Source: an optimization exercise on an open RTL-to-GDS flow (aim: small area). Production flows keep margins and buffers that such runs may drop.
RTL that was checked went through simulation tests only; none was proved equivalent to the original.
Power and IR drop assume default switching activity.

==> inputs of raven <==
==> flow/design.v (excerpt) <==
module if_stage #(
    parameter logic [31:0] RESET_PC    = 32'h0000_0000,
    parameter int          BTB_ENTRIES = 16
) (
    input  logic        clk,
    input  logic        rst,
    input  logic        stall,
    input  logic        ex_redirect,
    input  logic [31:0] ex_target,
    input  logic        branch_redirect_id,
    input  logic [31:0] branch_target_id,
    input  logic        bp_update_en,
    input  logic [31:0] bp_update_pc,
    input  logic [31:0] bp_update_target,
    input  logic        bp_update_taken,
    output logic        imem_req,
    output logic [31:0] imem_addr,
    input  logic        imem_ack,
    input  logic [31:0] imem_rdata,
    output if_stage_pkg::if_id_reg_t if_id_next
);
export LEC_CHECK = 0
export CAP_MARGIN = 20
export CORE_MARGIN = 2
export CORE_UTILIZATION = 40
export SETUP_SLACK_MARGIN = 0.3
export SLEW_MARGIN = 20
export SYNTH_HIERARCHICAL = 1
create_clock -name core_clock -period 9.0 [get_ports {clk}]
standard.sh (not shown) runs the stock make flow with config.mk's settings and CLKGATE_MAP_FILE= SYNTH_SCRIPT=/design/flow/synth_recipe.tcl, a recipe that flattens the netlist after the stock synthesis.
==> flow/flow/run.sh <==
#!/bin/bash
# The standard layout, with the smallest port buffers and a clock tree of clkbuf_8/clkbuf_4
# built with larger sink clusters and no dummy loads. Each step's full output is kept in
# orfs/logs/ by ORFS; make's own output is kept in make_*.log here.
set -euo pipefail
bash standard.sh synth > make_synth.log 2>&1
bash standard.sh \
  BUFFER_PORTS_ARGS="-buffer_cell sky130_fd_sc_hd__buf_1" \
  CTS_ARGS="-sink_clustering_enable -repair_clock_nets -dont_use_dummy_load -buf_list {sky130_fd_sc_hd__clkbuf_4 sky130_fd_sc_hd__clkbuf_8} -root_buf sky130_fd_sc_hd__clkbuf_8 -sink_clustering_size 16 -sink_clustering_max_diameter 60" \
  finish > make_finish.log 2>&1
==> inputs of zinc, as changes to raven <==
==> flow/design.v (replaced) <==
package if_stage_pkg;
    typedef struct packed {
        logic [31:0] pc;
        logic [31:0] inst;
        logic        valid;
        logic [31:0] predicted_pc;
        logic        prediction_valid;
    } if_id_reg_t;
endpackage
module if_stage #(
    parameter logic [31:0] RESET_PC    = 32'h0000_0000,
    parameter int          BTB_ENTRIES = 16
) (
    input  logic        clk,
    input  logic        rst,
    input  logic        stall,
    input  logic        ex_redirect,
    input  logic [31:0] ex_target,
    input  logic        branch_redirect_id,
    input  logic [31:0] branch_target_id,
    input  logic        bp_update_en,
    input  logic [31:0] bp_update_pc,
    input  logic [31:0] bp_update_target,
    input  logic        bp_update_taken,
    output logic        imem_req,
    output logic [31:0] imem_addr,
    input  logic        imem_ack,
    input  logic [31:0] imem_rdata,
    output if_stage_pkg::if_id_reg_t if_id_next
);
    localparam int IW = $clog2(BTB_ENTRIES);
    localparam int TW = 30 - IW;
    logic        hold_q, drop_q;
    logic [31:0] pc_q, aux_q, inst_q;
    logic        pv_q;
    logic [BTB_ENTRIES-1:0]         btb_vld_q;
    logic [BTB_ENTRIES-1:0][TW-1:0] btb_tag_q;
    logic [BTB_ENTRIES-1:0][31:0]   btb_tgt_q;
    logic [BTB_ENTRIES-1:0][1:0]    btb_ctr_q;
    logic [IW-1:0] lk_idx, up_idx;
    logic [31:0]   lk_tgt, next_pc, redir_tgt;
    logic [1:0]    up_ctr, ctr_new;
    logic          pred_taken, up_hit, redirect, fetch, issue_f, issue_h, capture, to_drop;
    logic          unused_bits;
    assign unused_bits = ^bp_update_pc[1:0];
    assign fetch      = !hold_q && !drop_q;
    assign redirect   = ex_redirect || branch_redirect_id;
    assign redir_tgt  = ex_redirect ? ex_target : branch_target_id;
    logic [TW-1:0] lk_tag, up_tag;
    logic          lk_vc1, up_vld;
    assign lk_idx = pc_q[IW+1:2];
    always_comb begin
        lk_tgt = '0;
        lk_tag = '0;
        lk_vc1 = 1'b0;
        up_tag = '0;
        up_vld = 1'b0;
        up_ctr = '0;
        for (int i = 0; i < BTB_ENTRIES; i++) begin
            lk_tgt = lk_tgt | (btb_tgt_q[i] & {32{lk_idx == i}});
            lk_tag = lk_tag | (btb_tag_q[i] & {TW{lk_idx == i}});
            lk_vc1 = lk_vc1 | (btb_vld_q[i] & btb_ctr_q[i][1] & (lk_idx == i));
            up_tag = up_tag | (btb_tag_q[i] & {TW{up_idx == i}});
            up_vld = up_vld | (btb_vld_q[i] & (up_idx == i));
            up_ctr = up_ctr | (btb_ctr_q[i] & {2{up_idx == i}});
        end
    end
    assign pred_taken = lk_vc1 && (lk_tag == pc_q[31:IW+2]);
    assign next_pc    = pred_taken ? lk_tgt : pc_q + 32'd4;
    assign issue_f = fetch && !redirect && imem_ack && !stall;
    assign capture = fetch && !redirect && imem_ack && stall;
    assign to_drop = fetch && redirect && !imem_ack;
    assign issue_h = hold_q && !redirect && !stall;
    always_comb begin
        imem_req  = !rst && !hold_q;
        imem_addr = {(drop_q ? aux_q[31:2] : pc_q[31:2]), 2'b00};
        if_id_next = '0;
        if (!rst && issue_f) begin
            if_id_next.pc               = pc_q;
            if_id_next.inst             = imem_rdata;
            if_id_next.valid            = 1'b1;
            if_id_next.predicted_pc     = pred_taken ? lk_tgt : 32'd0;
            if_id_next.prediction_valid = pred_taken;
        end
        if (!rst && issue_h) begin
            if_id_next.pc               = pc_q;
            if_id_next.inst             = inst_q;
            if_id_next.valid            = 1'b1;
            if_id_next.predicted_pc     = pv_q ? aux_q : 32'd0;
            if_id_next.prediction_valid = pv_q;
        end
    end
    always_ff @(posedge clk) begin
        if (rst) begin
            hold_q <= 1'b0;
            drop_q <= 1'b0;
            pc_q   <= RESET_PC;
        end else begin
            if (redirect)                  pc_q <= redir_tgt;
            else if (issue_f)              pc_q <= next_pc;
            else if (hold_q && !stall)     pc_q <= aux_q;
            if (capture)                   hold_q <= 1'b1;
            else if (hold_q && (redirect || !stall)) hold_q <= 1'b0;
            if (to_drop)                   drop_q <= 1'b1;
            else if (drop_q && imem_ack)   drop_q <= 1'b0;
        end
    end
    always_ff @(posedge clk) begin
        if (capture) begin
            aux_q  <= next_pc;
            inst_q <= imem_rdata;
            pv_q   <= pred_taken;
        end else if (to_drop) begin
            aux_q  <= pc_q;
        end
    end
    assign up_idx = bp_update_pc[IW+1:2];
    assign up_hit = up_vld && (up_tag == bp_update_pc[31:IW+2]);
    always_comb begin
        if (!up_hit)              ctr_new = 2'b10;
        else if (bp_update_taken) ctr_new = (up_ctr == 2'b11) ? 2'b11 : up_ctr + 2'd1;
        else                      ctr_new = (up_ctr == 2'b00) ? 2'b00 : up_ctr - 2'd1;
    end
    always_ff @(posedge clk) begin
        for (int i = 0; i < BTB_ENTRIES; i++) begin
            if (rst) btb_vld_q[i] <= 1'b0;
            else if (bp_update_en && bp_update_taken && up_idx == i) btb_vld_q[i] <= 1'b1;
            if (bp_update_en && bp_update_taken && up_idx == i) begin
                btb_tag_q[i] <= bp_update_pc[31:IW+2];
                btb_tgt_q[i] <= bp_update_target;
            end
            if (bp_update_en && (up_hit || bp_update_taken) && up_idx == i)
                btb_ctr_q[i] <= ctr_new;
        end
    end
endmodule
==> flow/run.sh (new file) <==
#!/bin/bash
# synth_recipe.tcl (not shown) runs the flow's synth.tcl, then flattens the netlist and writes it again
# the make line also repeats each setting of config.mk as NAME=value (left out here)
make -C /OpenROAD-flow-scripts/flow DESIGN_CONFIG=/design/flow/config.mk WORK_HOME=/design/flow/orfs CLKGATE_MAP_FILE= SYNTH_SCRIPT=/design/flow/synth_recipe.tcl finish
SYNTH_HIERARCHICAL = not set   (was 1)
removed: flow/flow/run.sh
removed: flow/standard.sh
==> notes <==
raven produced a clean layout. zinc completed without violations.
In zinc the synthesized cell count is smaller than in raven, by about 16%.
Between raven and zinc, the lower power is in raven (gap 10%, measured against zinc).
Fmax: zinc is smaller than raven (2.3%).
Global-route usage: raven is higher than zinc (0.18 points).
Clock skew: zinc is lower than raven (20 ps).
Against zinc, the final area of raven is lower by 17%.
Only the layout flow was run in zinc; the RTL was not checked for function there.

==> port drivers added, routing unchanged <==
No port has a modelled driver above. Below, the same layouts with a new extraction and two added sets of constraints. Step 1 (the two cells are an assumption about what drives the block):
set clk [get_ports {clk}]
set_driving_cell -lib_cell sky130_fd_sc_hd__clkbuf_16 $clk
set_driving_cell -lib_cell sky130_fd_sc_hd__buf_2 [delete_from_list [all_inputs] $clk]
Step 2 times the ports against the registers' clock, not the clock port: input delays grow and output delays shrink by t, the midpoint of the rising clock arrivals with the driver on. Three values: ideal ports, drivers, drivers and shift; two values: the first two.
run	t, ns	slack for setup (ns)	clock arrival spread, ns	cell pins on the clock port's net
raven	0.819	0.411 / 0.333 / 1.152	0.092 / 0.092	1
zinc	0.803	0.208 / 0.134 / 0.938	0.071 / 0.071	1
After both steps every run listed still meets setup and hold.
